This is an optimization exercise on Yosys and OpenROAD, whose aim is small area, a short achievable clock period and few clock cycles per item, not a production implementation.
Where RTL was checked, it was by simulation tests only, not by an equivalence proof against the original.
Only the layout flow was run in runs 3, 5 and 6; the RTL was not checked for function there.
Power figures rest on the tool's default switching activity, not on a simulated workload.

==> flow/design.v <==
`timescale 1ns/10ps
`default_nettype none
module add_unit (
  input  logic               clk,
  input  logic               rst_n,
  input  logic               step_b,
  input  logic               fwd_d,
  input  logic [2:0]         wr_dest,
  input  logic [32-1:0] rd_data,
  output logic               cdb_valid,
  output logic [2:0]         cdb_dest,
  output logic [32-1:0] cdb_data
);
  logic [32-1:0] acc_q;
  logic [32-1:0] sum;
  logic               fwd_q;
  always_ff @(posedge clk) fwd_q <= fwd_d;
  prefix_add #(.W(32)) adder_inst (
    .a   ((step_b || fwd_q) ? acc_q : '0),
    .b   (rd_data),
    .sum (sum)
  );
  always_ff @(posedge clk) begin
    acc_q    <= sum;
    cdb_dest <= wr_dest;
  end
  always_ff @(posedge clk) begin
    if (!rst_n) cdb_valid <= 1'b0;
    else cdb_valid <= step_b;
  end
  assign cdb_data = acc_q;
endmodule
module prefix_add #(
  parameter int W = 32
) (
  input  logic [W-1:0] a,
  input  logic [W-1:0] b,
  output logic [W-1:0] sum
);
  localparam int L = $clog2(W);
  logic [W-1:0] g [L+1];
  logic [W-1:0] p [L+1];
  always_comb begin
    g[0] = a & b;
    p[0] = a ^ b;
    for (int l = 0; l < L; l++) begin
      for (int i = 0; i < W; i++) begin
        if ((i >> l) & 1) begin
          g[l+1][i] = g[l][i] | (p[l][i] & g[l][((i >> l) << l) - 1]);
          p[l+1][i] = p[l][i] & p[l][((i >> l) << l) - 1];
        end else begin
          g[l+1][i] = g[l][i];
          p[l+1][i] = p[l][i];
        end
      end
    end
    sum[0] = p[0][0];
    for (int i = 1; i < W; i++) sum[i] = p[0][i] ^ g[L][i-1];
  end
endmodule
`default_nettype wire
`timescale 1ns/10ps
`default_nettype none
module reg_file (
  input  logic                 clk,
  input  logic                 rst_n,
  input  logic                 wr_en,
  input  logic [2:0]           wr_dest,
  input  logic [32-1:0]   wr_data,
  input  logic [8-2:0] rd_sel_d,
  input  logic                 fwd_d,
  output logic [32-1:0]   rd_data,
  input  logic [2:0]           dbg_sel,
  output logic [32-1:0]   dbg_data
);
  logic [32-1:0]   regs [1:8-1];
  logic [8-2:0] fresh;
  logic [8-2:0] fresh_d;
  logic [8-2:0] wr_oh;
  logic [8-2:0] rd_sel;
  logic                 rd_fresh;
  logic [8-2:0] dbg_oh;
  always_comb begin
    for (int i = 1; i < 8; i++) wr_oh[i-1] = wr_en && (wr_dest == 3'(i));
    fresh_d = rst_n ? (fresh & ~wr_oh) : '1;
  end
  always_ff @(posedge clk) begin
    fresh    <= fresh_d;
    rd_sel   <= fwd_d ? '0 : (rd_sel_d & ~fresh_d);
    rd_fresh <= !fwd_d && |(rd_sel_d & fresh_d);
  end
  always_comb begin
    rd_data = 32'(1) & {32{rd_fresh}};
    for (int i = 1; i < 8; i++) rd_data |= rd_sel[i-1] ? regs[i] : '0;
  end
  always_comb begin
    for (int i = 1; i < 8; i++) dbg_oh[i-1] = (dbg_sel == 3'(i));
    dbg_data = 32'(1) & {32{|(dbg_oh & fresh)}};
    for (int i = 1; i < 8; i++) dbg_data |= (dbg_oh[i-1] && !fresh[i-1]) ? regs[i] : '0;
  end
  always_ff @(posedge clk) begin
    for (int i = 1; i < 8; i++) begin
      if (wr_oh[i-1]) regs[i] <= wr_data;
    end
  end
endmodule
`default_nettype wire
`timescale 1ns/10ps
`default_nettype none
module issue_ctrl (
  input  logic                 clk,
  input  logic                 rst_n,
  input  logic                 instr_req,
  input  logic [11:0]          instr,
  output logic                 instr_ack,
  output logic [8-2:0] rd_sel_d,
  output logic                 step_a,
  output logic                 step_b,
  output logic [2:0]           wr_dest,
  output logic                 fwd_d
);
  localparam logic [2:0] OP_ADDF = 3'b011;
  logic       req_q;
  logic       new_req;
  logic [2:0] b_q;
  logic [8-2:0] a_oh;
  logic [8-2:0] b_oh;
  always_comb begin
    for (int i = 1; i < 8; i++) begin
      a_oh[i-1] = (instr[5:3] == 3'(i));
      b_oh[i-1] = (b_q == 3'(i));
    end
  end
  assign instr_ack = instr_req;
  assign new_req   = instr_req && !req_q;
  always_ff @(posedge clk) req_q <= instr_req;
  always_ff @(posedge clk) begin
    if (!rst_n) begin
      step_a <= 1'b0;
      step_b <= 1'b0;
    end else begin
      step_a <= new_req && (instr[11:9] == OP_ADDF);
      step_b <= step_a;
    end
  end
  always_ff @(posedge clk) begin
    if (new_req) begin
      b_q     <= instr[2:0];
      wr_dest <= instr[8:6];
    end
  end
  assign rd_sel_d = new_req ? a_oh : b_oh;
  assign fwd_d = new_req && step_b && (instr[5:3] == wr_dest) && (wr_dest != '0);
endmodule
`default_nettype wire
`timescale 1ns/10ps
`default_nettype none
module tomasulo_core (
  input  logic               clk,
  input  logic               rst_n,
  input  logic               instr_req,
  input  logic [11:0]        instr,
  output logic               instr_ack,
  output logic               cdb_valid,
  output logic [2:0]         cdb_dest,
  output logic [32-1:0] cdb_data,
  input  logic [2:0]         dbg_sel,
  output logic [32-1:0] dbg_data
);
  logic [8-2:0] rd_sel_d;
  logic [32-1:0] rd_data;
  logic               step_a;
  logic               step_b;
  logic [2:0]         wr_dest;
  logic               fwd_d;
  issue_ctrl issue_ctrl_inst (
    .clk       (clk),
    .rst_n     (rst_n),
    .instr_req (instr_req),
    .instr     (instr),
    .instr_ack (instr_ack),
    .rd_sel_d  (rd_sel_d),
    .step_a    (step_a),
    .step_b    (step_b),
    .wr_dest   (wr_dest),
    .fwd_d     (fwd_d)
  );
  reg_file reg_file_inst (
    .clk      (clk),
    .rst_n    (rst_n),
    .wr_en    (cdb_valid),
    .wr_dest  (cdb_dest),
    .wr_data  (cdb_data),
    .rd_sel_d (rd_sel_d),
    .fwd_d    (fwd_d),
    .rd_data  (rd_data),
    .dbg_sel  (dbg_sel),
    .dbg_data (dbg_data)
  );
  add_unit add_unit_inst (
    .clk       (clk),
    .rst_n     (rst_n),
    .step_b    (step_b),
    .fwd_d     (fwd_d),
    .wr_dest   (wr_dest),
    .rd_data   (rd_data),
    .cdb_valid (cdb_valid),
    .cdb_dest  (cdb_dest),
    .cdb_data  (cdb_data)
  );
endmodule
`default_nettype wire
==> flow/flow/run.sh <==
#!/bin/bash
# The standard layout with two changes: plain buffers (buf_1) on the ports
# in place of the delay cells that buffer_ports picks by default, and a clock
# tree built from larger sink clusters without dummy balancing loads.
# Each tool's output is kept in standard_flow.log here and in ORFS's own logs
# under orfs/logs.
set -euo pipefail
export BUFFER_PORTS_ARGS="-buffer_cell sky130_fd_sc_hd__buf_1"
export CTS_ARGS="-sink_clustering_enable -repair_clock_nets -dont_use_dummy_load -sink_clustering_size 30 -sink_clustering_max_diameter 150"
bash standard.sh > standard_flow.log 2>&1
==> flow/standard.sh <==
#!/bin/bash
# synth_recipe.tcl (not shown) runs the flow's synth.tcl, then flattens the netlist and writes it again
# the make line also repeats each setting of config.mk as NAME=value (left out here)
make -C /OpenROAD-flow-scripts/flow DESIGN_CONFIG=/design/flow/config.mk WORK_HOME=/design/flow/orfs CLKGATE_MAP_FILE= SYNTH_SCRIPT=/design/flow/synth_recipe.tcl "${@:-finish}"
==> flow/config.mk <==
export PLATFORM = sky130hd
export DESIGN_NAME = tomasulo_core
export DESIGN_NICKNAME = tomasulo_core
export VERILOG_FILES = /design/flow/design.v
export SDC_FILE = /design/flow/constraint.sdc
export NUM_CORES = 4
export LEC_CHECK = 0
export ABC_AREA = 1
export CAP_MARGIN = 20
export CORE_MARGIN = 2
export CORE_UTILIZATION = 60
export SETUP_SLACK_MARGIN = 1.9
export SLEW_MARGIN = 20
==> flow/constraint.sdc <==
create_clock -name core_clock -period 5.0 [get_ports {clk}]
set_input_delay 1.0000 -clock core_clock [delete_from_list [all_inputs] [get_ports {clk}]]
set_output_delay 1.0000 -clock core_clock [all_outputs]
set_load 0.01 [all_outputs]
==> results of run 1 <==
## critical path, delay by kind of cell
family,cells,cell delay [ns]
buffers and inverters,4,0.57
and+or+nand+nor,6,0.62
AOI/OAI and AO/OA,1,0.06
## per-layer routing
metal / up-vias / GRT usage, % / wire length, µm
li1: 4888 / - / -
met1: 5012 / 44.5 / 15300
met2: 620 / 54.5 / 18400
met3: 140 / 5.23 / 3920
met4: 0 / 14.5 / 2060
met5: - / 0 / 0
## worst min path at each step
| stage | start | to | slack (ns) | cells past startpoint |
|---|---|---|---|---|
| 2_1_floorplan | issue_ctrl_inst.wr_dest[1]$_DFFE_PP_ | add_unit_inst.cdb_dest[1]$_DFF_P_ | 0.37 | 0 |
| 3_3_place_gp | issue_ctrl_inst.wr_dest[1]$_DFFE_PP_ | add_unit_inst.cdb_dest[1]$_DFF_P_ | 0.38 | 0 |
| 3_5_place_dp | issue_ctrl_inst.wr_dest[1]$_DFFE_PP_ | add_unit_inst.cdb_dest[1]$_DFF_P_ | 0.38 | 0 |
| 4_1_cts | issue_ctrl_inst.step_a$_SDFF_PN0_ | issue_ctrl_inst.step_b$_SDFF_PN0_ | 0.37 | 2 |
| 5_1_grt | issue_ctrl_inst.step_a$_SDFF_PN0_ | issue_ctrl_inst.step_b$_SDFF_PN0_ | 0.39 | 2 |
| 6_report | issue_ctrl_inst.step_a$_SDFF_PN0_ | issue_ctrl_inst.step_b$_SDFF_PN0_ | 0.37 | 2 |
## through the flow
| stage | utilization (%) | power, mW | instance area, µm² |
|---|---|---|---|
| 6_report | 71.2 | 3.78 | 15500 |
| 5_1_grt | 71.2 | 3.87 | 15500 |
| 4_1_cts | 69.9 | 3.78 | 15200 |
| 3_5_place_dp | 63.9 | 2.65 | 13900 |
| 3_3_place_gp | 63.9 | 2.65 | 13900 |
| 2_1_floorplan | - | 2.63 | 13300 |
## cells by family (layout without fill, tap and decap cells)
logic type	Yosys count	after routing	synth area share, %
buffers and inverters	211	356	6.56
xor gates and xnor gates	12	12	0.793
AOI/OAI and AO/OA	195	195	9.55
adders and majority gates	35	35	3.59
DFF	285	285	60.4
and+or+nand+nor	614	615	19.1
## cells in the final DEF (no fill, tap or decap), types with 6 or more instances in the layout
| cell | count |
|---|---|
| inv_8 | 7 |
| buf_2 | 29 |
| a221oi_1 | 29 |
| edfxtp_1 | 230 |
| buf_6 | 16 |
| o21ai_2 | 7 |
| o22ai_1 | 14 |
| buf_1 | 53 |
| nand4_1 | 31 |
| clkbuf_16 | 14 |
| nand2_2 | 19 |
| dfxtp_1 | 51 |
| ha_1 | 29 |
| buf_4 | 51 |
| o21ai_0 | 25 |
| buf_12 | 14 |
| nor3_1 | 8 |
| nand2_4 | 6 |
| a21oi_1 | 61 |
| a22o_1 | 17 |
| nand3_1 | 41 |
| inv_1 | 155 |
| nor2_1 | 90 |
| o2111ai_1 | 6 |
| nand2_1 | 398 |
| xor2_1 | 8 |
## where the power goes
part / switching (mW) / internal (mW)
registers: 0.00702 / 2.53
logic: 0.0433 / 0.0283
clock network: 0.692 / 0.473
## state kept, by name, indices dropped and copies added, names as in the netlist
name / count
add_unit_inst.acc_q: 32
add_unit_inst.cdb_dest: 3
add_unit_inst.cdb_valid: 1
add_unit_inst.fwd_q: 1
issue_ctrl_inst.b_q: 3
issue_ctrl_inst.req_q: 1
issue_ctrl_inst.step_a: 1
issue_ctrl_inst.step_b: 1
issue_ctrl_inst.wr_dest: 3
reg_file_inst.fresh: 7
reg_file_inst.rd_fresh: 1
reg_file_inst.rd_sel: 7
reg_file_inst.regs: 224
## cell type report
cell class | count | area share (%)
Timing Repair Buffer | 171 | 8.67
Sequential cell | 285 | 51.8
Inverter | 168 | 4.47
Clock buffer | 13 | 2.10
Tap cell | 280 | 2.26
Timing Repair inverter | 4 | 0.380
Multi-Input combinational cell | 857 | 30.3
## what timing repair did
| action | 4_1_cts | 5_1_grt |
|---|---|---|
| endpoints found under the setup margin | 52 | 47 |
| pin swaps | 33 | 20 |
| cloned | 7 | 1 |
| setup buffers | 45 | 11 |
| resized for setup | 164 | 45 |
==> results.sh, run 1 <==
export IMPL_setup_viol=0
export IMPL_synth_top_area_share_pct=52.1
export IMPL_grt_overflow=0
export IMPL_worstMarginPinSlew_ns=1.01
export IMPL_hold_ws_ns=0.365
export IMPL_hold_path_class="register to register"
export IMPL_io_buffers=86
export IMPL_run_status="timing/DRC/antenna clean"
export IMPL_fin_skew_ns=0.0474
export IMPL_die_area_um2=23300
export IMPL_n_fill_cell=1593
export IMPL_grtUsageTotal_pct=33.3
export IMPL_seq_area_um2=8020
export IMPL_hold_violations=0
export IMPL_die_w_um=153
export IMPL_grt_pass1_wl_um=59000
export IMPL_area_delta_synth_final_pct=16.9
export IMPL_end_kind="primary output"
export IMPL_critPathRequiredTime_ns=4.00
export IMPL_maxSlewViolCount=0
export IMPL_maxCapViolations=0
export IMPL_grt_max_degree=33
export IMPL_cts_tree="done"
export IMPL_syn_inst=1352
export IMPL_synth_seq_cells=285
export IMPL_drt_wl_total_um=39700
export IMPL_powerDensity_nw_per_um2=244
export IMPL_synth_common_cells="nand2_1 (420), edfxtp_1 (230), inv_1 (160)"
export IMPL_route_vias_total=10700
export IMPL_setup_worst_path_start="dbg_sel[2]"
export IMPL_drt_iter0_drc=969
export IMPL_place_ws_ns=1.01
export IMPL_yosysSeqAreaShare_pct=60.4
export IMPL_r2r_start="reg_file_inst.rd_sel[0]$_SDFF_PP0_"
export IMPL_yosys_top_cells_area="edfxtp_1 (52%), nand2_1 (12%), dfxtp_1 (8.3%), inv_1 (4.5%), ha_1 (2.8%)"
export IMPL_r2r_cells=16
export IMPL_fin_cells=1778
export IMPL_cts_buffers=13
export IMPL_relSlewSlack_pct=32.8
export IMPL_period_share_pct=65.2
export IMPL_yosysMostFrequentCell="nand2_1"
export IMPL_endpoint="dbg_data[25]"
export IMPL_drive_gt1_share_pct=14.8
export IMPL_max_stage_delay_ns=0.20
export IMPL_core_area_um2=21800
export IMPL_reg2reg_to="add_unit_inst.acc_q[16]$_DFF_P_"
export IMPL_slowest_stage="nor2_4"
export IMPL_start_util_pct=60.9
export IMPL_antenna_cells=0
export IMPL_critical_path_class="input pin to primary output"
export IMPL_dp_hpwl_um=22000
export IMPL_synthArstFlopShare_pct=0
export IMPL_setup_tns_final_ns=0
export IMPL_post_synth_top_area_cell="edfxtp_1"
export IMPL_synth_distinct_cells=44
export IMPL_rows=54
export IMPL_dp_cells=1701
export IMPL_fmax_ghz=0.307
export IMPL_yosys_warnings=7
export IMPL_io_pins=87
export IMPL_ys_flop_type="edfxtp_1"
export IMPL_period_minus_slack_ns=3.26
export IMPL_nNetsFinal=1553
export IMPL_setup_ws_ns=1.74
export IMPL_ir_worst_vdd_uv=282
export IMPL_ff2ff_setup_slack_ns=1.98
export IMPL_synth_nets=1405
export IMPL_multiInputGateArea_um2=4700
export IMPL_h_tree_depth=1
export IMPL_cts_path_max_buffers=3
export IMPL_antenna_found_initial=0
export IMPL_rsz0062_at_grt="yes"
export IMPL_gp_congestion=0.856
export IMPL_wl_per_cell_um=22.3
export IMPL_p_leak_nw=6.34
export IMPL_via_per_inst=6.00
export IMPL_synth_edf_count=230
export IMPL_synth_area_per_cell_um2=9.80
export IMPL_crit_chain="buf_12 -> nor2_4 -> nand2_2 -> nor2_4 -> buf_6 -> buf_6 -> nand2_2 -> o21ai_1 -> nor2_1 -> nand4_1 -> buf_2"
export IMPL_drc=0
export IMPL_grt_pass1_vias=10200
export IMPL_syn_area_um2=13300
export IMPL_cp_max_fo=7
export IMPL_dr_pass1_iters=5
export IMPL_fp_dieH_um=153
export IMPL_clk_latency_ns=0.50
export IMPL_worstPathArrival_ns=2.26
export IMPL_cts_hold_buf=0
export IMPL_clk_pin_slew_worst_paths_ns=0.11
export IMPL_cts_sinks=285
export IMPL_clk_root_buffer_cell="clkbuf_16"
export IMPL_antenna_left=0
export IMPL_cp_start_kind="input pin"
Testbench counts, summed over its fixed seeds: cycles 6,412, items 3,200.
==> run 2, diff against run 1 <==
--- a/flow/config.mk
+++ b/flow/config.mk
@@ -9,5 +9,5 @@
 export CAP_MARGIN = 20
 export CORE_MARGIN = 2
 export CORE_UTILIZATION = 60
-export SETUP_SLACK_MARGIN = 1.9
+export SETUP_SLACK_MARGIN = 2.1
 export SLEW_MARGIN = 20
==> results.sh, run 2 <==
export IMPL_run_status="timing/DRC/antenna clean"
export IMPL_cp_max_fo=7
export IMPL_maxCapViolations=0
export IMPL_powerDensity_nw_per_um2=239
export IMPL_fmax_ghz=0.304
export IMPL_dr_pass1_iters=5
export IMPL_yosysMostFrequentCell="nand2_1"
export IMPL_synthArstFlopShare_pct=0
export IMPL_grt_pass1_wl_um=59200
export IMPL_syn_area_um2=13300
export IMPL_period_share_pct=65.7
export IMPL_synth_top_area_share_pct=52.1
export IMPL_clk_root_buffer_cell="clkbuf_16"
export IMPL_drc=0
export IMPL_ir_worst_vdd_uv=272
export IMPL_antenna_left=0
export IMPL_grtUsageTotal_pct=33.4
export IMPL_die_w_um=153
export IMPL_end_kind="primary output"
export IMPL_drt_wl_total_um=40400
export IMPL_final_util_pct=72.8
export IMPL_crit_chain="buf_12 -> nor2_4 -> nand2_4 -> nor2_4 -> buf_6 -> buf_6 -> nand2_1 -> o21ai_1 -> nor2_1 -> nand4_1 -> buf_2"
export IMPL_nNetsFinal=1569
export IMPL_antenna_found_initial=0
export IMPL_cp_start_kind="input pin"
export IMPL_path_buf_inv=4
export IMPL_die_area_um2=23300
export IMPL_io_pins=87
export IMPL_h_tree_depth=1
export IMPL_slowest_stage="nor2_4"
export IMPL_start_util_pct=60.9
export IMPL_ys_flop_type="edfxtp_1"
export IMPL_setup_tns_final_ns=0
export IMPL_period_minus_slack_ns=3.29
export IMPL_wl_per_cell_um=22.5
export IMPL_synth_common_cells="nand2_1 (420), edfxtp_1 (230), inv_1 (160)"
export IMPL_synth_area_per_cell_um2=9.80
export IMPL_clk_latency_ns=0.50
export IMPL_cts_buffers=13
export IMPL_largest_reg_flops=224
export IMPL_grt_pass1_vias=10300
export IMPL_fin_cells=1794
export IMPL_core_area_um2=21800
export IMPL_worstMarginPinSlew_ns=1.02
export IMPL_area_delta_synth_final_pct=19.6
export IMPL_critical_path_class="input pin to primary output"
export IMPL_drive_gt1_share_pct=17.6
export IMPL_top_register="reg_file_inst.regs"
export IMPL_post_synth_top_area_cell="edfxtp_1"
export IMPL_synth_nets=1405
export IMPL_setup_viol=0
export IMPL_cts_path_max_buffers=3
export IMPL_max_stage_delay_ns=0.21
export IMPL_final_cell_mix="nand2_1 (394), edfxtp_1 (230), inv_1 (155)"
export IMPL_fin_skew_ns=0.0486
export IMPL_final_common_cell="nand2_1"
export IMPL_p_leak_nw=6.47
export IMPL_postPlaceCellArea_um2=13900
export IMPL_cts_tree="done"
export IMPL_yosys_top_cells_area="edfxtp_1 (52%), nand2_1 (12%), dfxtp_1 (8.3%), inv_1 (4.5%), ha_1 (2.8%)"
export IMPL_reg_top3="reg_file_inst.regs x224, add_unit_inst.acc_q x32"
export IMPL_via_per_inst=6.05
export IMPL_route_vias_total=10800
export IMPL_clk_pin_slew_worst_paths_ns=0.11
export IMPL_hold_path_class="register to register"
export IMPL_antenna_cells=0
export IMPL_synth_seq_cells=285
export IMPL_dp_hpwl_um=22000
export IMPL_fp_dieH_um=153
export IMPL_rsz0062_at_grt="yes"
export IMPL_yosysSeqAreaShare_pct=60.4
export IMPL_gp_congestion=0.856
export IMPL_cts_sinks=285
export IMPL_n_fill_cell=1543
export IMPL_relSlewSlack_pct=32.2
export IMPL_dp_cells=1701
export IMPL_synth_edf_count=230
export IMPL_grt_overflow=0
export IMPL_post_route_cell_area_um2=15800
export IMPL_syn_inst=1352
export IMPL_hold_violations=0
export IMPL_maxSlewViolCount=0
export IMPL_yosys_warnings=7
export IMPL_grt_max_degree=33
export IMPL_drt_iter0_drc=1020
export IMPL_cp_top_family="simple AND/OR/NAND/NOR gates"
export IMPL_io_buffers=86
export IMPL_rows=54
export IMPL_synth_distinct_cells=44
export IMPL_critPathRequiredTime_ns=4.00
export IMPL_worstPathArrival_ns=2.29
-- run 2: cell counts after synthesis --
Identical to the previous run, type by type.
-- run 2: path summary, 6_finish.rpt --
check / slack, ns / cells after the start / end / start
worst max-delay path: 1.71 / 11 / dbg_data[25] / dbg_sel[2]
worst min-delay path: 0.37 / 2 / issue_ctrl_inst.step_b$_SDFF_PN0_ / issue_ctrl_inst.step_a$_SDFF_PN0_
worst max register to register: 2.21 / 15 / add_unit_inst.acc_q[16]$_DFF_P_ / reg_file_inst.rd_sel[4]$_SDFF_PP0_
worst min register to register: 0.37 / 2 / issue_ctrl_inst.step_b$_SDFF_PN0_ / issue_ctrl_inst.step_a$_SDFF_PN0_
-- run 2: cells by family after synthesis --
group           Yosys count  share of synthesized area [%]
flops                   285                           60.4
simple gates            614                           19.1
fa+ha+maj                35                           3.59
xor+xnor                 12                          0.793
buf+inv                 211                           6.56
compound gates          195                           9.55
-- run 2: report_power, final --
group	switching [mW]	leakage (nW)	total (mW)	internal, mW
Sequential	0.00788	2.13	2.54	2.53
Clock	0.693	0.160	1.17	0.473
Combinational	0.0439	4.18	0.0733	0.0294
-- run 2: routing by layer --
metal	vias up	global-route usage (%)	wire length (µm)
li1	4925	-	-
met1	5086	45.0	14900
met2	703	54.5	18900
met3	135	5.01	4620
met4	0	14.7	1940
met5	-	0	0
-- run 2: through the flow --
stage,power (mW),setup WS [ns],hold slack [ns]
after floorplan,2.63,2.11,0.365
after global placement,2.65,1.02,0.383
after detailed placement,2.65,1.01,0.381
after CTS,3.78,1.77,0.372
after global routing,3.87,1.68,0.393
final,3.78,1.71,0.367
-- run 2: what timing repair did --
item / CTS / global route
hold buffers: 0 / 0
pin swaps: 36 / 33
resized for setup: 183 / 73
setup endpoints to repair: 60 / 49
gates cloned: 7 / 2
setup buffers: 50 / 21
-- run 2: worst min-delay path, delay by kind of cell, from the launching register on --
kind	cells	cell delay [ns]
buffers and inverters	1	0.03
DFF	1	0.30
and+or+nand+nor	1	0.05
-- run 2: area by class of cell --
| type | count | area, µm² | share of cell area, % |
|---|---|---|---|
| flip-flops and latches | 285 | 8030 | 50.7 |
| multi-input cells | 857 | 4870 | 30.8 |
| repair buffers | 187 | 1520 | 9.58 |
| inverters | 168 | 692 | 4.37 |
| well taps | 280 | 350 | 2.21 |
| clock buffers | 13 | 325 | 2.05 |
| repair inverters | 4 | 58.8 | 0.371 |
==> run 3, diff against run 2 <==
--- a/flow/design.v
+++ b/flow/design.v
@@ -45,9 +45,9 @@
     p[0] = a ^ b;
     for (int l = 0; l < L; l++) begin
       for (int i = 0; i < W; i++) begin
-        if ((i >> l) & 1) begin
-          g[l+1][i] = g[l][i] | (p[l][i] & g[l][((i >> l) << l) - 1]);
-          p[l+1][i] = p[l][i] & p[l][((i >> l) << l) - 1];
+        if (i >= (1 << l)) begin
+          g[l+1][i] = g[l][i] | (p[l][i] & g[l][i - (1 << l)]);
+          p[l+1][i] = p[l][i] & p[l][i - (1 << l)];
         end else begin
           g[l+1][i] = g[l][i];
           p[l+1][i] = p[l][i];
--- a/flow/config.mk
+++ b/flow/config.mk
@@ -5,9 +5,8 @@
 export SDC_FILE = /design/flow/constraint.sdc
 export NUM_CORES = 4
 export LEC_CHECK = 0
-export ABC_AREA = 1
 export CAP_MARGIN = 20
 export CORE_MARGIN = 2
 export CORE_UTILIZATION = 60
-export SETUP_SLACK_MARGIN = 2.1
+export SETUP_SLACK_MARGIN = 1.5
 export SLEW_MARGIN = 20
==> results.sh, run 3 <==
export IMPL_run_status="timing/DRC/antenna clean"
export IMPL_clk_latency_ns=0.49
export IMPL_wl_per_cell_um=26.1
export IMPL_maxSlewViolCount=0
export IMPL_antenna_cells=0
export IMPL_maxCapViolations=0
export IMPL_r2r_start="reg_file_inst.rd_sel[2]$_SDFF_PP0_"
export IMPL_syn_area_um2=12500
export IMPL_top_register="reg_file_inst.regs"
export IMPL_final_cell_mix="edfxtp_1 (230), a22oi_1 (126), buf_1 (83)"
export IMPL_grtUsageTotal_pct=30.1
export IMPL_synth_top_area_share_pct=55.3
export IMPL_clk_pin_slew_worst_paths_ns=0.11
export IMPL_grt_overflow=0
export IMPL_cts_path_max_buffers=3
export IMPL_fp_dieH_um=148
export IMPL_critical_path_class="input pin to primary output"
export IMPL_drc=0
export IMPL_rsz0062_at_grt="yes"
export IMPL_synth_edf_count=230
export IMPL_antenna_found_initial=0
export IMPL_relSlewSlack_pct=34.5
export IMPL_drt_wl_total_um=33600
export IMPL_grt_pass1_wl_um=50600
export IMPL_yosys_top_cells_area="edfxtp_1 (55%), dfxtp_1 (8.8%), a22oi_1 (7.6%), a222oi_1 (5.0%), ha_1 (3.1%)"
export IMPL_synth_common_cells="edfxtp_1 (230), a22oi_1 (126), nand3_1 (72)"
export IMPL_h_tree_depth=1
export IMPL_drive_gt1_share_pct=8.36
export IMPL_rows=52
export IMPL_ff2ff_setup_slack_ns=1.58
export IMPL_cts_hold_buf=0
export IMPL_postPlaceCellArea_um2=13200
export IMPL_critPathRequiredTime_ns=4.00
export IMPL_ir_worst_vdd_uv=248
export IMPL_period_share_pct=70.4
export IMPL_p_leak_nw=4.18
export IMPL_gp_congestion=0.892
export IMPL_io_pins=87
export IMPL_nNetsFinal=1069
export IMPL_synth_distinct_cells=63
export IMPL_clk_root_buffer_cell="clkbuf_16"
export IMPL_grt_max_degree=34
export IMPL_synth_seq_cells=285
export IMPL_dp_hpwl_um=19800
export IMPL_grt_pass1_vias=9065
export IMPL_yosysSeqAreaShare_pct=64.1
export IMPL_reg2reg_to="add_unit_inst.acc_q[27]$_DFF_P_"
export IMPL_cp_max_fo=31
export IMPL_via_per_inst=7.08
export IMPL_dr_pass1_iters=9
export IMPL_hold_path_class="register to register"
export IMPL_cts_sinks=285
export IMPL_cts_buffers=13
export IMPL_period_minus_slack_ns=3.52
export IMPL_yosysMostFrequentCell="edfxtp_1"
export IMPL_io_buffers=86
export IMPL_drt_iter0_drc=1264
export IMPL_antenna_left=0
export IMPL_worstHoldEndpoint="add_unit_inst.cdb_dest[1]$_DFF_P_"
export IMPL_end_kind="primary output"
export IMPL_r2r_cells=12
export IMPL_syn_inst=949
export IMPL_synth_nets=999
export IMPL_hold_violations=0
export IMPL_setup_tns_final_ns=0
export IMPL_synthArstFlopShare_pct=0
export IMPL_largest_reg_flops=224
export IMPL_fin_skew_ns=0.0388
export IMPL_whs_path_depth=0
export IMPL_die_area_um2=22000
export IMPL_hold_start="issue_ctrl_inst.wr_dest[1]$_DFFE_PP_"
export IMPL_n_fill_cell=1534
export IMPL_setup_viol=0
export IMPL_yosys_warnings=7
export IMPL_post_synth_top_area_cell="edfxtp_1"
export IMPL_synth_area_per_cell_um2=13.2
export IMPL_die_w_um=148
export IMPL_cp_start_kind="input pin"
export IMPL_cts_tree="done"
export IMPL_start_util_pct=61.5
export IMPL_postCtsSetupBuffers=0
export IMPL_reg_top3="reg_file_inst.regs x224, add_unit_inst.acc_q x32"
export IMPL_powerDensity_nw_per_um2=271
export IMPL_worstMarginPinSlew_ns=0.981
export IMPL_area_delta_synth_final_pct=9.76
export IMPL_ys_flop_type="edfxtp_1"
export IMPL_post_route_cell_area_um2=13700
export IMPL_core_area_um2=20300
export IMPL_final_common_cell="edfxtp_1"
export IMPL_fmax_ghz=0.284
export IMPL_route_vias_total=9110
export IMPL_worstPathArrival_ns=2.52
-- run 3: routing by layer --
layer,share of wire [%],vias up,wire [µm],global-route usage [%]
li1,-,3987,-,-
met1,40,4448,13600,42.6
met2,46,605,15500,48.1
met3,11,70,3670,5.37
met4,2.5,0,842,9.38
met5,0,-,0,0
-- run 3: stage by stage --
stage               std cells  total power, mW  utilization [%]  hold WS (ns)  worst slack [ns]
finish                   1287             3.72             67.5         0.414              1.48
detailed placement       1274             2.63             65.1         0.384              1.14
global route             1287             3.81             67.5         0.434              1.45
floorplan                 949             2.61                -         0.364              1.70
CTS                      1287             3.73             66.9         0.419              1.50
global placement         1274             2.63             65.1         0.387              1.24
-- run 3: worst max-delay path by stage --
| stage | from | end | slack, ns | cells after the start |
|---|---|---|---|---|
| 2_1_floorplan | dbg_sel[0] | dbg_data[22] | 1.70 | 5 |
| 5_1_grt | reg_file_inst.rd_sel[2]$_SDFF_PP0_ | add_unit_inst.acc_q[27]$_DFF_P_ | 1.45 | 12 |
| 3_3_place_gp | dbg_sel[0] | dbg_data[22] | 1.24 | 6 |
| 4_1_cts | dbg_sel[0] | dbg_data[22] | 1.50 | 6 |
| 3_5_place_dp | dbg_sel[0] | dbg_data[22] | 1.14 | 6 |
| 6_report | dbg_sel[0] | dbg_data[22] | 1.48 | 6 |
-- run 3: cell families after synthesis --
logic type | synth area share (%)
AO/OA/AOI/OAI | 18.5
XOR/XNOR | 2.10
adder cells (fa/ha/maj) | 3.27
buffers and inverters | 2.21
flip-flops | 64.1
multiplexers | 0.421
AND/OR/NAND/NOR | 9.37
-- run 3: repair_timing --
action                                  in CTS  in global routing
gates cloned                                 0                  0
gates resized for setup                     20                 22
endpoints found under the setup margin      40                 15
pin swaps                                    0                  2
hold endpoints to repair                     0                  0
-- run 3: power by group --
group          switching, mW  total, mW  internal (mW)
clock network          0.669       1.14          0.472
logic                 0.0245     0.0391         0.0146
registers            0.00561       2.54           2.53
total                  0.699       3.72           3.02
-- run 3: final cells by class --
cell class / count / area [µm²] / area share, %
Multi-Input combinational cell: 596 / 4380 / 32.0
Inverter: 15 / 56.3 / 0.411
Tap cell: 270 / 338 / 2.47
Sequential cell: 285 / 8020 / 58.5
Clock buffer: 13 / 325 / 2.37
Timing Repair Buffer: 108 / 586 / 4.27
-- run 3: worst max-delay path, cell delays in order --
cell	delay, ns
buf_2	0.18
nor4b_2	0.19
bufbuf_16	0.34
a222oi_1	0.38
nand3_1	0.24
buf_1	0.18
==> run 4, diff against run 3 <==
--- a/flow/design.v
+++ b/flow/design.v
@@ -45,9 +45,9 @@
     p[0] = a ^ b;
     for (int l = 0; l < L; l++) begin
       for (int i = 0; i < W; i++) begin
-        if (i >= (1 << l)) begin
-          g[l+1][i] = g[l][i] | (p[l][i] & g[l][i - (1 << l)]);
-          p[l+1][i] = p[l][i] & p[l][i - (1 << l)];
+        if ((i >> l) & 1) begin
+          g[l+1][i] = g[l][i] | (p[l][i] & g[l][((i >> l) << l) - 1]);
+          p[l+1][i] = p[l][i] & p[l][((i >> l) << l) - 1];
         end else begin
           g[l+1][i] = g[l][i];
           p[l+1][i] = p[l][i];
--- a/flow/flow/run.sh
+++ b/flow/flow/run.sh
@@ -6,5 +6,5 @@
 # under orfs/logs.
 set -euo pipefail
 export BUFFER_PORTS_ARGS="-buffer_cell sky130_fd_sc_hd__buf_1"
-export CTS_ARGS="-sink_clustering_enable -repair_clock_nets -dont_use_dummy_load -sink_clustering_size 30 -sink_clustering_max_diameter 150"
+export CTS_ARGS="-sink_clustering_enable -repair_clock_nets -dont_use_dummy_load -sink_clustering_size 20 -sink_clustering_max_diameter 120 -buf_list sky130_fd_sc_hd__clkbuf_8"
 bash standard.sh > standard_flow.log 2>&1
==> results.sh, run 4 <==
export IMPL_run_status="timing/DRC/antenna clean"
export IMPL_rows=51
export IMPL_hold_path_class="register to register"
export IMPL_gp_congestion=0.864
export IMPL_ff2ff_setup_slack_ns=1.59
export IMPL_reg2reg_to="add_unit_inst.acc_q[28]$_DFF_P_"
export IMPL_synthArstFlopShare_pct=0
export IMPL_wl_met2_um=15800
export IMPL_synth_top_family_by_area="compound AO/OA/AOI/OAI gates"
export IMPL_period_minus_slack_ns=3.41
export IMPL_clk_pin_slew_worst_paths_ns=0.12
export IMPL_yosysSeqAreaShare_pct=66.3
export IMPL_cp_max_fo=20
export IMPL_wl_per_cell_um=27.3
export IMPL_powerDensity_nw_per_um2=267
export IMPL_hold_start="issue_ctrl_inst.wr_dest[0]$_DFFE_PP_"
export IMPL_drt_wl_total_um=33400
export IMPL_rsz0062_at_grt="yes"
export IMPL_syn_inst=864
export IMPL_maxCapViolations=0
export IMPL_grt_pass1_vias=8683
export IMPL_end_kind="primary output"
export IMPL_cp_start_kind="input pin"
export IMPL_io_pins=87
export IMPL_synth_distinct_cells=58
export IMPL_synth_edf_count=230
export IMPL_wl_met1_um=12900
export IMPL_ir_worst_vdd_uv=242
export IMPL_synth_top_area_share_pct=57.2
export IMPL_synthAdderAreaFrac_pct=3.94
export IMPL_synth_area_per_cell_um2=14.0
export IMPL_yosys_warnings=7
export IMPL_reg_top3="reg_file_inst.regs x224, add_unit_inst.acc_q x32"
export IMPL_core_area_um2=19600
export IMPL_grtUsageTotal_pct=30.8
export IMPL_critPathMostFrequentCell="buf_1"
export IMPL_drive_gt1_share_pct=11.1
export IMPL_r2r_start="reg_file_inst.rd_sel[1]$_SDFF_PP0_"
export IMPL_post_synth_top_area_cell="edfxtp_1"
export IMPL_route_vias_total=8569
export IMPL_max_stage_delay_ns=0.40
export IMPL_fmax_ghz=0.293
export IMPL_synth_compound_area_share_pct=17.2
export IMPL_syn_area_um2=12100
export IMPL_worstHoldEndpoint="add_unit_inst.cdb_dest[0]$_DFF_P_"
export IMPL_cts_buffers=18
export IMPL_nNetsFinal=1012
export IMPL_synth_common_cells="edfxtp_1 (230), a22oi_1 (125), nand3_1 (67)"
export IMPL_clk_latency_ns=0.54
export IMPL_p_leak_nw=4.17
export IMPL_die_w_um=146
export IMPL_start_util_pct=61.6
export IMPL_yosys_top_cells_area="edfxtp_1 (57%), dfxtp_1 (9.1%), a22oi_1 (7.8%), a222oi_1 (5.1%), ha_1 (3.1%)"
export IMPL_setup_viol=0
export IMPL_fin_skew_ns=0.0744
export IMPL_worstPathArrival_ns=2.41
export IMPL_whs_path_depth=0
export IMPL_fp_dieH_um=146
export IMPL_crit_chain="buf_1 -> nor2_1 -> nand2_1 -> nor2_2 -> buf_4 -> a222oi_1 -> nand3_1 -> buf_1"
export IMPL_final_cell_mix="edfxtp_1 (230), a22oi_1 (125), buf_1 (85)"
export IMPL_antenna_found_initial=0
export IMPL_die_area_um2=21300
export IMPL_yosysMostFrequentCell="edfxtp_1"
export IMPL_h_tree_depth=1
export IMPL_dp_hpwl_um=19600
export IMPL_synth_seq_cells=285
export IMPL_cts_sinks=285
export IMPL_grt_max_degree=34
export IMPL_drt_iter0_drc=1350
export IMPL_post_route_cell_area_um2=13400
export IMPL_grt_pass1_wl_um=50300
export IMPL_clk_root_buffer_cell="clkbuf_8"
export IMPL_worstMarginPinSlew_ns=1.03
export IMPL_topRoutingLayerUsed="met4"
export IMPL_dr_pass1_iters=9
export IMPL_via_per_inst=7.01
export IMPL_setup_tns_final_ns=0
export IMPL_cts_tree="done"
export IMPL_critical_path_class="input pin to primary output"
export IMPL_synth_nets=917
export IMPL_grt_overflow=0
export IMPL_critPathRequiredTime_ns=4.00
export IMPL_antenna_cells=0
export IMPL_r2r_cells=12
export IMPL_drc=0
export IMPL_antenna_left=0
export IMPL_hold_violations=0
export IMPL_route_met3_wl_um=3620
export IMPL_synth_area_mux_share_pct=0.435
export IMPL_period_share_pct=68.2
export IMPL_relSlewSlack_pct=31.3
export IMPL_largest_reg_flops=224
export IMPL_postPlaceCellArea_um2=12800
export IMPL_ys_flop_type="edfxtp_1"
export IMPL_maxSlewViolCount=0
export IMPL_yosys_area_share_simple_pct=8.34
export IMPL_io_buffers=86
export IMPL_final_common_cell="edfxtp_1"
export IMPL_area_delta_synth_final_pct=10.8
export IMPL_slowest_stage="a222oi_1"
export IMPL_top_register="reg_file_inst.regs"
export IMPL_synthXorXnorAreaFrac_pct=1.89
export IMPL_cts_path_max_buffers=3
==> run 4: cell types whose count changed after synthesis, moves of 4 or more <==
cell | previous run | this run
a211oi_1 | 5 | 1
a21o_1 | 3 | 9
a21o_2 | 5 | 0
a21oi_1 | 32 | 18
fa_1 | 1 | 5
inv_1 | 15 | 8
nand2_1 | 36 | 25
nand3_1 | 72 | 67
nor2_1 | 36 | 23
nor4b_1 | 4 | 0
o21a_1 | 5 | 1
o21ai_0 | 26 | 13
xnor2_1 | 18 | 13
==> run 4: cells by family (layout without fill, tap and decap cells) <==
logic type / Yosys count / in the layout
DFF: 285 / 285
AOI/OAI and AO/OA: 259 / 259
and+or+nand+nor: 196 / 196
buffers and inverters: 58 / 151
adders and majority gates: 35 / 35
xor gates and xnor gates: 26 / 26
muxes: 5 / 5
==> run 4: per-layer routing <==
metal,up-vias,GRT usage (%)
li1,3719,-
met1,4193,41.8
met2,559,49.8
met3,98,5.64
met4,0,11.9
met5,-,0
==> run 4: repair_timing <==
item,4_1_cts,5_1_grt
pin swaps,1,13
gates resized for setup,19,29
setup buffers,3,9
endpoints found under the setup margin,41,16
hold buffers,0,0
==> run 4: worst max-delay path by stage <==
stage	from	endpoint	slack [ns]	depth (start not counted)
finish	dbg_sel[1]	dbg_data[24]	1.59	8
detailed placement	dbg_sel[2]	dbg_data[7]	1.00	7
global route	reg_file_inst.rd_sel[1]$_SDFF_PP0_	add_unit_inst.acc_q[28]$_DFF_P_	1.46	12
global placement	dbg_sel[2]	dbg_data[7]	1.07	7
CTS	reg_file_inst.rd_sel[4]$_SDFF_PP0_	add_unit_inst.acc_q[28]$_DFF_P_	1.50	12
floorplan	add_unit_inst.cdb_valid$_SDFF_PN0_	reg_file_inst.rd_fresh$_DFF_P_	1.55	6
==> run 4: per-stage QoR <==
stage	cells	util, %	power [mW]	worst slack, ns	hold slack [ns]
floorplan	864	-	2.62	1.55	0.364
global placement	1192	65.4	2.64	1.07	0.380
detailed placement	1192	65.4	2.64	1.00	0.396
CTS	1213	67.1	3.59	1.50	0.424
global route	1222	68.3	3.67	1.46	0.424
finish	1222	68.3	3.57	1.59	0.421
==> run 4: area by class of cell <==
| type | count | area [µm²] |
|---|---|---|
| clock buffer | 18 | 248 |
| timing repair buffer | 125 | 688 |
| sequential | 285 | 8020 |
| inverter | 8 | 30.0 |
| fill | 1434 | 6210 |
| multi-input combinational | 521 | 4050 |
| tap | 265 | 332 |
==> run 4: power breakdown <==
part	internal [mW]	leakage (nW)	switching [mW]
Combinational	0.0164	1.95	0.0274
Sequential	2.53	2.09	0.00632
Clock	0.327	0.129	0.664
Total	2.88	4.17	0.697
==> run 4: worst max-delay path: cells and delay by family <==
family | cells | cell delay [ns]
AOI/OAI and AO/OA | 1 | 0.40
and+or+nand+nor | 4 | 0.43
buffers and inverters | 3 | 0.56
Testbench counts of run 4, summed over its fixed seeds: cycles 6,412, items 3,200.
==> run 5, diff against run 4 <==
--- a/flow/design.v
+++ b/flow/design.v
@@ -74,33 +74,25 @@
   output logic [32-1:0]   dbg_data
 );
   logic [32-1:0]   regs [1:8-1];
-  logic [8-2:0] fresh;
-  logic [8-2:0] fresh_d;
-  logic [8-2:0] wr_oh;
+  logic [32-1:0]   wd;
   logic [8-2:0] rd_sel;
-  logic                 rd_fresh;
   logic [8-2:0] dbg_oh;
-  always_comb begin
-    for (int i = 1; i < 8; i++) wr_oh[i-1] = wr_en && (wr_dest == 3'(i));
-    fresh_d = rst_n ? (fresh & ~wr_oh) : '1;
-  end
-  always_ff @(posedge clk) begin
-    fresh    <= fresh_d;
-    rd_sel   <= fwd_d ? '0 : (rd_sel_d & ~fresh_d);
-    rd_fresh <= !fwd_d && |(rd_sel_d & fresh_d);
-  end
-  always_comb begin
-    rd_data = 32'(1) & {32{rd_fresh}};
+  always_ff @(posedge clk) begin
+    rd_sel <= fwd_d ? '0 : rd_sel_d;
+  end
+  always_comb begin
+    rd_data = '0;
     for (int i = 1; i < 8; i++) rd_data |= rd_sel[i-1] ? regs[i] : '0;
   end
   always_comb begin
     for (int i = 1; i < 8; i++) dbg_oh[i-1] = (dbg_sel == 3'(i));
-    dbg_data = 32'(1) & {32{|(dbg_oh & fresh)}};
-    for (int i = 1; i < 8; i++) dbg_data |= (dbg_oh[i-1] && !fresh[i-1]) ? regs[i] : '0;
-  end
+    dbg_data = '0;
+    for (int i = 1; i < 8; i++) dbg_data |= dbg_oh[i-1] ? regs[i] : '0;
+  end
+  assign wd = rst_n ? wr_data : 32'(1);
   always_ff @(posedge clk) begin
     for (int i = 1; i < 8; i++) begin
-      if (wr_oh[i-1]) regs[i] <= wr_data;
+      if (!rst_n || (wr_en && wr_dest == 3'(i))) regs[i] <= wd;
     end
   end
 endmodule
@@ -143,11 +135,9 @@
       step_b <= step_a;
     end
   end
-  always_ff @(posedge clk) begin
-    if (new_req) begin
-      b_q     <= instr[2:0];
-      wr_dest <= instr[8:6];
-    end
+  always_ff @(posedge clk) b_q <= instr[2:0];
+  always_ff @(posedge clk) begin
+    if (new_req) wr_dest <= instr[8:6];
   end
   assign rd_sel_d = new_req ? a_oh : b_oh;
   assign fwd_d = new_req && step_b && (instr[5:3] == wr_dest) && (wr_dest != '0);
--- a/flow/flow/run.sh
+++ b/flow/flow/run.sh
@@ -6,5 +6,5 @@
 # under orfs/logs.
 set -euo pipefail
 export BUFFER_PORTS_ARGS="-buffer_cell sky130_fd_sc_hd__buf_1"
-export CTS_ARGS="-sink_clustering_enable -repair_clock_nets -dont_use_dummy_load -sink_clustering_size 20 -sink_clustering_max_diameter 120 -buf_list sky130_fd_sc_hd__clkbuf_8"
+export CTS_ARGS="-sink_clustering_enable -repair_clock_nets -dont_use_dummy_load -sink_clustering_size 30 -sink_clustering_max_diameter 150"
 bash standard.sh > standard_flow.log 2>&1
==> results.sh, run 5 <==
export IMPL_run_status="timing/DRC/antenna clean"
export IMPL_wl_per_cell_um=26.9
export IMPL_start_util_pct=60.6
export IMPL_maxCapViolations=0
export IMPL_rows=53
export IMPL_critical_path_class="input pin to primary output"
export IMPL_drt_iter0_drc=1229
export IMPL_postPlaceCellArea_um2=13400
export IMPL_drc=0
export IMPL_dp_hpwl_um=21100
export IMPL_antenna_found_initial=0
export IMPL_total_power_mw=4.74
export IMPL_p_int_mw=3.50
export IMPL_fmax_ghz=0.288
export IMPL_antenna_left=0
export IMPL_drt_wl_total_um=35000
export IMPL_synth_seq_cells=277
export IMPL_core_area_um2=20800
export IMPL_grt_overflow=0
export IMPL_die_w_um=149
export IMPL_n_fill_cell=1529
export IMPL_cts_buffers=13
export IMPL_yosys_warnings=7
export IMPL_die_area_um2=22200
export IMPL_yosysSeqAreaShare_pct=62.0
export IMPL_synth_distinct_cells=59
export IMPL_ys_flop_type="edfxtp_1"
export IMPL_cts_path_max_buffers=3
export IMPL_post_route_cell_area_um2=14100
export IMPL_dr_pass1_iters=9
export IMPL_yosysMostFrequentCell="edfxtp_1"
export IMPL_period_minus_slack_ns=3.48
export IMPL_io_pins=87
export IMPL_h_tree_depth=1
export IMPL_fp_dieH_um=149
export IMPL_synth_edf_count=227
export IMPL_gp_congestion=0.836
export IMPL_yosys_top_cells_area="edfxtp_1 (54%), dfxtp_1 (7.9%), a22oi_1 (5.2%), ha_1 (3.0%), mux4_2 (2.7%)"
export IMPL_cts_hold_buf=0
export IMPL_nNetsFinal=1082
export IMPL_max_stage_delay_ns=0.29
export IMPL_top_register="reg_file_inst.regs"
export IMPL_maxSlewViolCount=0
export IMPL_drive_gt1_share_pct=13.3
export IMPL_via_per_inst=6.86
export IMPL_p_sw_mw=1.24
export IMPL_syn_area_um2=12600
export IMPL_largest_reg_flops=224
export IMPL_clockPowerShare_pct=23.8
export IMPL_post_synth_top_area_cell="edfxtp_1"
export IMPL_p_leak_nw=5.11
export IMPL_synth_top_area_share_pct=54.1
export IMPL_grt_pass1_wl_um=51500
export IMPL_area_delta_synth_final_pct=11.5
export IMPL_synthArstFlopShare_pct=0
export IMPL_relSlewSlack_pct=32.8
export IMPL_comb_power_share_pct=15.2
export IMPL_fin_skew_ns=0.0547
export IMPL_clk_pin_slew_worst_paths_ns=0.10
export IMPL_period_share_pct=69.6
export IMPL_rsz0062_at_grt="yes"
export IMPL_cp_top_family="buffers and inverters"
export IMPL_seq_area_um2=7830
export IMPL_grt_pass1_vias=8951
export IMPL_netSwitchingFraction_pct=26.2
export IMPL_crit_chain="buf_2 -> clkinv_4 -> buf_4 -> and2_1 -> a22oi_1 -> o21ai_0 -> buf_1"
export IMPL_hold_path_class="register to register"
export IMPL_clk_root_buffer_cell="clkbuf_16"
export IMPL_worstMarginPinSlew_ns=1.01
export IMPL_powerDensity_nw_per_um2=337
export IMPL_cts_sinks=277
export IMPL_synth_area_per_cell_um2=13.5
export IMPL_syn_inst=937
export IMPL_cp_max_fo=6
export IMPL_hold_violations=0
export IMPL_ir_worst_vdd_uv=256
export IMPL_route_vias_total=8930
export IMPL_cts_tree="done"
export IMPL_final_cell_mix="edfxtp_1 (227), a22oi_1 (87), buf_1 (81)"
export IMPL_antenna_cells=0
export IMPL_clk_latency_ns=0.48
export IMPL_cp_start_kind="input pin"
export IMPL_final_common_cell="edfxtp_1"
export IMPL_synth_nets=990
export IMPL_end_kind="primary output"
export IMPL_reg_top3="reg_file_inst.regs x224, add_unit_inst.acc_q x32, reg_file_inst.rd_sel x7"
export IMPL_multiInputGateArea_um2=4670
export IMPL_path_buf_inv=4
export IMPL_final_util_pct=67.5
export IMPL_critPathRequiredTime_ns=4.00
export IMPL_grtUsageTotal_pct=30.9
export IMPL_power_frac_seq_pct=61.0
export IMPL_grt_max_degree=43
export IMPL_setup_viol=0
export IMPL_synth_common_cells="edfxtp_1 (227), a22oi_1 (87), dfxtp_1 (50)"
export IMPL_slowest_stage="and2_1"
export IMPL_setup_tns_final_ns=0
export IMPL_io_buffers=86
export IMPL_worstPathArrival_ns=2.48
-- run 5: final timing paths --
kind	endpoint	depth (start not counted)	startpoint	slack [ns]
max	dbg_data[19]	7	dbg_sel[1]	1.52
min	add_unit_inst.cdb_dest[0]$_DFF_P_	0	issue_ctrl_inst.wr_dest[0]$_DFFE_PP_	0.36
max reg2reg	add_unit_inst.acc_q[19]$_DFF_P_	11	reg_file_inst.rd_sel[1]$_SDFF_PP0_	1.57
min reg2reg	add_unit_inst.cdb_dest[0]$_DFF_P_	0	issue_ctrl_inst.wr_dest[0]$_DFFE_PP_	0.36
-- run 5: repair_timing --
| action | in CTS | in global routing |
|---|---|---|
| setup buffers | 0 | 10 |
| gates cloned | 3 | 1 |
| pin swaps | 0 | 7 |
| setup endpoints to repair | 42 | 28 |
| gates resized for setup | 21 | 17 |
-- run 5: metrics by stage --
stage	hold WS (ns)	worst slack [ns]	instances
finish	0.358	1.52	1302
global route	0.354	1.47	1302
CTS	0.359	1.43	1291
detailed placement	0.394	1.10	1275
global placement	0.391	1.15	1275
floorplan	0.369	1.61	937
-- run 5: final cells by class --
class | instances | share of cell area, %
multi-input cells | 591 | 33.2
well taps | 275 | 2.45
inverters | 14 | 0.445
repair buffers | 132 | 5.90
clock buffers | 13 | 2.31
flip-flops and latches | 277 | 55.7
-- run 5: layer usage --
layer	vias up	global-route usage (%)	part of all wire, %
met3	60	4.77	9.5
met1	4438	40.9	39
met2	546	53.1	50
li1	3886	-	-
met5	-	0	0
met4	0	9.81	2.3
-- run 5: kinds of logic after synthesis --
| logic type | count (synthesis) | share of synthesized area, % |
|---|---|---|
| flops | 277 | 62.0 |
| compound gates | 252 | 14.8 |
| simple gates | 218 | 8.98 |
| buf+inv | 69 | 2.16 |
| mux | 59 | 6.39 |
| fa+ha+maj | 35 | 3.77 |
| xor+xnor | 27 | 1.88 |
-- run 5: power groups by stage --
stage / combinational (mW) / sequential (mW) / clock (mW)
5_1_grt: 0.776 / 2.91 / 1.20
4_1_cts: 0.700 / 2.89 / 1.14
3_5_place_dp: 0.678 / 2.94 / 0
3_3_place_gp: 0.660 / 2.92 / 0
6_report: 0.720 / 2.89 / 1.13
2_1_floorplan: 0.423 / 2.91 / 0
==> run 6, diff against run 5 <==
--- a/flow/design.v
+++ b/flow/design.v
@@ -38,24 +38,31 @@
   output logic [W-1:0] sum
 );
   localparam int L = $clog2(W);
-  logic [W-1:0] g [L+1];
-  logic [W-1:0] p [L+1];
-  always_comb begin
-    g[0] = a & b;
-    p[0] = a ^ b;
+  logic [W-1:0] p0;
+  logic [W-1:0] g;
+  logic [W-1:0] p;
+  always_comb begin
+    p0 = a ^ b;
+    g  = a & b;
+    p  = p0;
     for (int l = 0; l < L; l++) begin
       for (int i = 0; i < W; i++) begin
-        if ((i >> l) & 1) begin
-          g[l+1][i] = g[l][i] | (p[l][i] & g[l][((i >> l) << l) - 1]);
-          p[l+1][i] = p[l][i] & p[l][((i >> l) << l) - 1];
-        end else begin
-          g[l+1][i] = g[l][i];
-          p[l+1][i] = p[l][i];
+        if ((i + 1) % (2 << l) == 0) begin
+          g[i] = g[i] | (p[i] & g[i - (1 << l)]);
+          p[i] = p[i] & p[i - (1 << l)];
         end
       end
     end
-    sum[0] = p[0][0];
-    for (int i = 1; i < W; i++) sum[i] = p[0][i] ^ g[L][i-1];
+    for (int l = L - 2; l >= 0; l--) begin
+      for (int i = 0; i < W; i++) begin
+        if (i >= (2 << l) && (i + 1) % (2 << l) == (1 << l)) begin
+          g[i] = g[i] | (p[i] & g[i - (1 << l)]);
+          p[i] = p[i] & p[i - (1 << l)];
+        end
+      end
+    end
+    sum[0] = p0[0];
+    for (int i = 1; i < W; i++) sum[i] = p0[i] ^ g[i-1];
   end
 endmodule
 `default_nettype wire
@@ -74,25 +81,33 @@
   output logic [32-1:0]   dbg_data
 );
   logic [32-1:0]   regs [1:8-1];
-  logic [32-1:0]   wd;
+  logic [8-2:0] fresh;
+  logic [8-2:0] fresh_d;
+  logic [8-2:0] wr_oh;
   logic [8-2:0] rd_sel;
+  logic                 rd_fresh;
   logic [8-2:0] dbg_oh;
-  always_ff @(posedge clk) begin
-    rd_sel <= fwd_d ? '0 : rd_sel_d;
-  end
-  always_comb begin
-    rd_data = '0;
+  always_comb begin
+    for (int i = 1; i < 8; i++) wr_oh[i-1] = wr_en && (wr_dest == 3'(i));
+    fresh_d = rst_n ? (fresh & ~wr_oh) : '1;
+  end
+  always_ff @(posedge clk) begin
+    fresh    <= fresh_d;
+    rd_sel   <= fwd_d ? '0 : (rd_sel_d & ~fresh_d);
+    rd_fresh <= !fwd_d && |(rd_sel_d & fresh_d);
+  end
+  always_comb begin
+    rd_data = 32'(1) & {32{rd_fresh}};
     for (int i = 1; i < 8; i++) rd_data |= rd_sel[i-1] ? regs[i] : '0;
   end
   always_comb begin
     for (int i = 1; i < 8; i++) dbg_oh[i-1] = (dbg_sel == 3'(i));
-    dbg_data = '0;
-    for (int i = 1; i < 8; i++) dbg_data |= dbg_oh[i-1] ? regs[i] : '0;
-  end
-  assign wd = rst_n ? wr_data : 32'(1);
+    dbg_data = 32'(1) & {32{|(dbg_oh & fresh)}};
+    for (int i = 1; i < 8; i++) dbg_data |= (dbg_oh[i-1] && !fresh[i-1]) ? regs[i] : '0;
+  end
   always_ff @(posedge clk) begin
     for (int i = 1; i < 8; i++) begin
-      if (!rst_n || (wr_en && wr_dest == 3'(i))) regs[i] <= wd;
+      if (wr_oh[i-1]) regs[i] <= wr_data;
     end
   end
 endmodule
@@ -135,9 +150,11 @@
       step_b <= step_a;
     end
   end
-  always_ff @(posedge clk) b_q <= instr[2:0];
-  always_ff @(posedge clk) begin
-    if (new_req) wr_dest <= instr[8:6];
+  always_ff @(posedge clk) begin
+    if (new_req) begin
+      b_q     <= instr[2:0];
+      wr_dest <= instr[8:6];
+    end
   end
   assign rd_sel_d = new_req ? a_oh : b_oh;
   assign fwd_d = new_req && step_b && (instr[5:3] == wr_dest) && (wr_dest != '0);
==> results.sh, run 6 <==
export IMPL_dp_hpwl_um=18600
export IMPL_syn_area_um2=12100
export IMPL_final_util_pct=68.3
export IMPL_synth_distinct_cells=54
export IMPL_clk_pin_slew_worst_paths_ns=0.11
export IMPL_hold_path_class="register to register"
export IMPL_h_tree_depth=1
export IMPL_synth_top_area_share_pct=57.0
export IMPL_worstHoldEndpoint="add_unit_inst.cdb_dest[0]$_DFF_P_"
export IMPL_grtUsageTotal_pct=30.2
export IMPL_final_cell_mix="edfxtp_1 (230), a22oi_1 (125), buf_1 (83)"
export IMPL_maxCapViolations=0
export IMPL_setup_ws_ns=1.53
export IMPL_cp_max_fo=3
export IMPL_io_pins=87
export IMPL_wl_per_cell_um=27.3
export IMPL_grt_max_degree=33
export IMPL_slowest_stage="fa_2"
export IMPL_post_route_cell_area_um2=13400
export IMPL_hold_violations=0
export IMPL_final_common_cell="edfxtp_1"
export IMPL_reg_top3="reg_file_inst.regs x224, add_unit_inst.acc_q x32"
export IMPL_synth_seq_cells=285
export IMPL_clk_latency_ns=0.51
export IMPL_post_synth_top_area_cell="edfxtp_1"
export IMPL_drc=0
export IMPL_antenna_found_initial=0
export IMPL_yosysSeqAreaShare_pct=66.1
export IMPL_fin_skew_ns=0.0510
export IMPL_cts_tree="done"
export IMPL_antenna_left=0
export IMPL_seq_area_um2=8030
export IMPL_dp_cells=1189
export IMPL_cts_path_max_buffers=3
export IMPL_area_delta_synth_final_pct=10.8
export IMPL_reg2reg_to="add_unit_inst.acc_q[26]$_DFF_P_"
export IMPL_fin_cells=1213
export IMPL_synth_common_cells="edfxtp_1 (230), a22oi_1 (125), nand3_1 (68)"
export IMPL_largest_reg_flops=224
export IMPL_critPathRequiredTime_ns=5.47
export IMPL_via_per_inst=7.06
export IMPL_ir_worst_vdd_uv=241
export IMPL_n_fill_cell=1433
export IMPL_drt_iter0_drc=1412
export IMPL_die_w_um=146
export IMPL_worstMarginPinSlew_ns=1.14
export IMPL_top_register="reg_file_inst.regs"
export IMPL_powerDensity_nw_per_um2=278
export IMPL_nNetsFinal=1013
export IMPL_run_status="timing/DRC/antenna clean"
export IMPL_period_share_pct=69.4
export IMPL_crit_chain="a22o_1 -> a221oi_2 -> nand3_1 -> ha_2 -> fa_2 -> a211oi_2 -> o211ai_1 -> a311oi_1 -> o21ai_2 -> nand4_1 -> nand2_1 -> a31oi_2 -> fa_2 -> inv_1"
export IMPL_grt_pass1_vias=8535
export IMPL_core_area_um2=19700
export IMPL_ff2ff_setup_slack_ns=1.53
export IMPL_die_area_um2=21400
export IMPL_multiInputGateArea_um2=3940
export IMPL_cts_sinks=285
export IMPL_critPathMostFrequentCell="fa_2"
export IMPL_hold_start="issue_ctrl_inst.wr_dest[0]$_DFFE_PP_"
export IMPL_whs_path_depth=0
export IMPL_fp_dieH_um=146
export IMPL_setup_viol=0
export IMPL_synthArstFlopShare_pct=0
export IMPL_io_buffers=86
export IMPL_grt_pass1_wl_um=49200
export IMPL_r2r_start="reg_file_inst.regs[2][0]$_DFFE_PP_"
export IMPL_syn_inst=865
export IMPL_max_stage_delay_ns=0.45
export IMPL_ys_flop_type="edfxtp_1"
export IMPL_critical_path_class="register to register"
export IMPL_yosys_warnings=5
export IMPL_grt_overflow=0
export IMPL_setup_tns_final_ns=0
export IMPL_start_util_pct=61.7
export IMPL_dr_pass1_iters=9
export IMPL_period_minus_slack_ns=3.47
export IMPL_rows=51
export IMPL_synth_edf_count=230
export IMPL_hold_ws_ns=0.392
export IMPL_place_ws_ns=1.10
export IMPL_yosys_top_cells_area="edfxtp_1 (57%), dfxtp_1 (9.1%), a22oi_1 (7.7%), a222oi_1 (5.1%), ha_1 (3.0%)"
export IMPL_cp_top_family="compound AO/OA/AOI/OAI gates"
export IMPL_r2r_cells=14
export IMPL_gp_congestion=0.835
export IMPL_yosysMostFrequentCell="edfxtp_1"
export IMPL_path_buf_inv=1
export IMPL_route_vias_total=8563
export IMPL_synth_area_per_cell_um2=14.0
export IMPL_end_kind="register"
export IMPL_maxSlewViolCount=0
export IMPL_fmax_ghz=0.288
export IMPL_worstPathArrival_ns=3.94
export IMPL_p_leak_nw=4.28
export IMPL_total_power_mw=3.73
export IMPL_drt_wl_total_um=33100
export IMPL_postPlaceCellArea_um2=12800
export IMPL_clk_root_buffer_cell="clkbuf_16"
export IMPL_relSlewSlack_pct=23.9
export IMPL_drive_gt1_share_pct=9.60
export IMPL_cp_start_kind="register"
export IMPL_synth_nets=928
export IMPL_rsz0062_at_grt="yes"
export IMPL_antenna_cells=0
export IMPL_cts_buffers=13
run 6: final cells by class:
cell class	count	area share (%)
Tap cell	265	2.47
Multi-Input combinational cell	494	29.3
Timing Repair Buffer	119	4.95
Inverter	37	1.03
Clock buffer	13	2.42
Sequential cell	285	59.8
run 6: worst max-delay path by stage:
stage | slack (ns) | to | cells past startpoint | from
floorplan | 1.88 | add_unit_inst.acc_q[30]$_DFF_P_ | 14 | reg_file_inst.rd_sel[4]$_SDFF_PP0_
global placement | 1.23 | add_unit_inst.acc_q[30]$_DFF_P_ | 14 | reg_file_inst.rd_sel[1]$_SDFF_PP0_
detailed placement | 1.10 | add_unit_inst.acc_q[31]$_DFF_P_ | 15 | reg_file_inst.rd_sel[1]$_SDFF_PP0_
CTS | 1.49 | add_unit_inst.acc_q[31]$_DFF_P_ | 14 | reg_file_inst.rd_sel[2]$_SDFF_PP0_
global route | 1.32 | add_unit_inst.acc_q[26]$_DFF_P_ | 14 | reg_file_inst.regs[2][0]$_DFFE_PP_
finish | 1.53 | add_unit_inst.acc_q[26]$_DFF_P_ | 14 | reg_file_inst.regs[2][0]$_DFFE_PP_
run 6: cell families after synthesis:
| family | share of synthesized area (%) |
|---|---|
| XOR/XNOR | 1.30 |
| flip-flops | 66.1 |
| multiplexers | 0.279 |
| buffers and inverters | 2.80 |
| AND/OR/NAND/NOR | 8.04 |
| adder cells (fa/ha/maj) | 5.64 |
| AO/OA/AOI/OAI | 15.9 |
run 6: metal layers:
layer	wire length [µm]	global-route usage, %	vias up
li1	-	-	3652
met1	12100	39.3	4177
met2	16100	51.3	622
met3	3590	4.91	112
met4	1250	12.0	0
met5	0	0	-
run 6: power breakdown:
part / leakage, nW / switching [mW] / internal [mW]
Clock: 0.160 / 0.675 / 0.472
Sequential: 2.09 / 0.00651 / 2.53
Combinational: 2.03 / 0.0271 / 0.0170
run 6: timing repair:
item | 4_1_cts | 5_1_grt
cloned | 0 | 0
resized for setup | 32 | 20
hold buffers | 0 | 0
pin swaps | 8 | 8
buffers inserted | 7 | 4
setup endpoints to repair | 45 | 42

-- port drivers added, routing unchanged --
The flow's constraints put no driver on any port. The routed layouts listed below were extracted and timed again, unchanged, in two steps. Step 1 sets driving cells, clkbuf_16 on the clock port and buf_2 on the other inputs (assumed; they add their load-dependent delay and slew). Step 2 adds t to the input delays and takes it off the output delays; t is the mean of the earliest and latest rising clock arrival at the registers after step 1. Input paths then give back, and output paths get back, about the clock's delay inside the block. Three values: no drivers, after step 1, after step 2; two values: the first two.
run | t (ns) | setup slack, ns | worst setup path at the end | pins driven straight from the clock port
run 1 | 0.522 | 1.740 / 1.693 / 1.693 | input to output | 1
run 2 | 0.522 | 1.715 / 1.663 / 1.663 | input to output | 1
run 3 | 0.516 | 1.480 / 1.457 / 1.457 | input to output | 1
run 4 | 0.548 | 1.588 / 1.562 / 1.562 | input to output | 1
run 5 | 0.508 | 1.522 / 1.496 / 1.496 | input to output | 1
run 6 | 0.532 | 1.529 / 1.529 / 1.529 | register to register | 1
After both steps setup and hold are still met in every run listed. The setup slack of run 2, which loses most, moves by -0.052 ns with the drivers and by -0.052 ns with both steps.
